This design comes from an exercise in tuning for small area, a short achievable clock period and few clock cycles on the open sky130 flow, not from production work. The RTL was checked by simulation tests, not by an equivalence proof against the original design. Power and IR drop assume default switching activity.

## 07-04
## cache_bank
module cache_bank
#(
    parameter int WAYS      = 4,
    parameter int RRPV_BITS = 2
) (
    input  logic                  i_clk,
    input  logic                  i_nreset,
    input  logic [1:0]            i_request_type,
    input  logic [cache_bank_pkg::ADDR_WIDTH-1:0] i_addr,
    input  logic                  i_type_valid,
    output logic                  o_type_ready,
    input  logic [cache_bank_pkg::DATA_WIDTH-1:0] i_data,
    output logic [cache_bank_pkg::DATA_WIDTH-1:0] o_pe_data_o,
    output logic                  o_pe_data_o_valid,
    input  logic                  i_pe_data_o_ready,
    output logic [cache_bank_pkg::ADDR_WIDTH-1:0] o_dram_addr,
    input  logic [cache_bank_pkg::DATA_WIDTH-1:0] i_dram_data,
    input  logic                  i_dram_data_i_valid,
    output logic                  o_dram_data_i_ready,
    output logic [cache_bank_pkg::DATA_WIDTH-1:0] o_dram_data_o,
    output logic                  o_dram_data_o_valid,
    input  logic                  i_dram_data_o_ready
);
Size: roughly 8000 cells after synthesis, ~140 I/O pins, ~130000 µm² of cells after synthesis.
==> flow/config.mk <==
export PLATFORM = sky130hd
export DESIGN_NAME = cache_bank
export DESIGN_NICKNAME = cache_bank
export VERILOG_FILES = /design/flow/design.v
export SDC_FILE = /design/flow/constraint.sdc
export NUM_CORES = 4
export LEC_CHECK = 0
export CAP_MARGIN = 20
export CORE_MARGIN = 2
export CORE_UTILIZATION = 62
export CTS_CLUSTER_DIAMETER = 100
export CTS_CLUSTER_SIZE = 22
export SETUP_SLACK_MARGIN = 5
export SLEW_MARGIN = 20
export TNS_END_PERCENT = 5
==> flow/constraint.sdc <==
create_clock -name core_clock -period 9.0 [get_ports {i_clk}]
set_input_delay 1.8000 -clock core_clock [delete_from_list [all_inputs] [get_ports {i_clk}]]
set_output_delay 1.8000 -clock core_clock [all_outputs]
set_load 0.01 [all_outputs]
standard.sh (not shown) runs the stock make flow with config.mk's settings and CLKGATE_MAP_FILE= SYNTH_SCRIPT=/design/flow/synth_recipe.tcl, a recipe that flattens the netlist after the stock synthesis.
==> flow/flow/run.sh <==
#!/bin/bash
set -euo pipefail
bash standard.sh SETUP_SLACK_MARGIN=5.8 finish > standard_make.log 2>&1
Testbench counts of 07-04, summed over its fixed seeds: cycles 12,511.
For 11-13, these inputs were changed with respect to 07-04:
- swapping 62 for 55 in CORE_UTILIZATION
==> flow/flow/run.sh <==
#!/bin/bash
set -euo pipefail
bash standard.sh SETUP_SLACK_MARGIN=5.35 finish > standard_make.log 2>&1
==> summary.txt <==
Going from 07-04 to 11-13, minimum clock period now larger; portion of total power attributed to combinational logic dropped 1.3 points; slew at the pin closest to its max-slew limit shows a reduction of 0.087 ns; routed wire length went down.
Compare 11-13 and 07-04 | global-route wire length before repair lower: 11-13
From 07-04 to 11-13 the numbers moved as follows: register-to-register setup slack fell 0.19 ns, number of stages on the worst setup path increased 7.
The total of buffers placed on input and output ports on 07-04 is in line with that on 11-13.
In the metrics for 11-13 and 07-04, the one carrying the higher final standard cell utilization of the core is 07-04.
| count of inserted antenna diode cells | 11-13 vs 07-04 | 10 lower |
07-04 vs 11-13, endpoint of the worst setup timing path: tag_mem[44] vs u_hdat[6]

old:
Starting RTL as in the previous note.
export LEC_CHECK = 0
export CAP_MARGIN = 20
export CORE_MARGIN = 2
export CORE_UTILIZATION = 55
export CTS_CLUSTER_DIAMETER = 100
export CTS_CLUSTER_SIZE = 25
export SETUP_SLACK_MARGIN = 5
export SLEW_MARGIN = 20
export TNS_END_PERCENT = 5
create_clock -name core_clock -period 9.0 [get_ports {i_clk}]
==> flow/flow/run.sh <==
#!/bin/bash
set -euo pipefail
bash standard.sh SETUP_SLACK_MARGIN=5.6 finish > standard_make.log 2>&1
old completed every stage of the flow, and the final layout passed the timing, design-rule and antenna checks.
Testbench counts of old, summed over its fixed seeds: cycles 12,511.
Inputs modified between old and new:
- changing CTS_CLUSTER_SIZE from 25 to 22
- changing CORE_UTILIZATION from 55 to 60
## What came out
new vs. old: clock network area share rose 0.16 points; overall power rose 1.4%; antenna diode count rose 4. Compare new and old | final net count lower: old. A endpoint of the worst setup timing path of u_hdat[2] is what old shows, while u_hdat[14] belongs to new. Lower via count was reported by old, not new.

==> static timing again, ports no longer ideal <==
How much do the figures lean on ideal ports? The routed layouts below were timed once more, with nothing changed but the port constraints. Step 1, drivers: a clkbuf_16 drives i_clk and a buf_2 each remaining input, both assumed. Step 2 times the ports against the registers' clock, not the clock port: input delays grow and output delays shrink by t, the midpoint of the rising clock arrivals with the driver on. a / b / c = no drivers / after step 1 / after step 2; a / b = the first two.
run | t (ns) | setup slack, ns | worst hold slack (ns)
07-04 | 0.964 | 5.344 / 5.329 / 4.781 | 0.418 / 0.418 / 0.418
11-13 | 0.957 | 5.154 / 5.118 / 4.410 | 0.423 / 0.423 / 0.423
old | 0.956 | 5.257 / 5.239 / 4.505 | 0.422 / 0.422 / 0.422
new | 1.000 | 5.211 / 5.211 / 4.537 | 0.424 / 0.424 / 0.424
After both steps setup and hold are still met in every run listed. For old, which loses most, drivers alone change the setup slack by -0.018 ns; drivers and shift together by -0.752 ns.
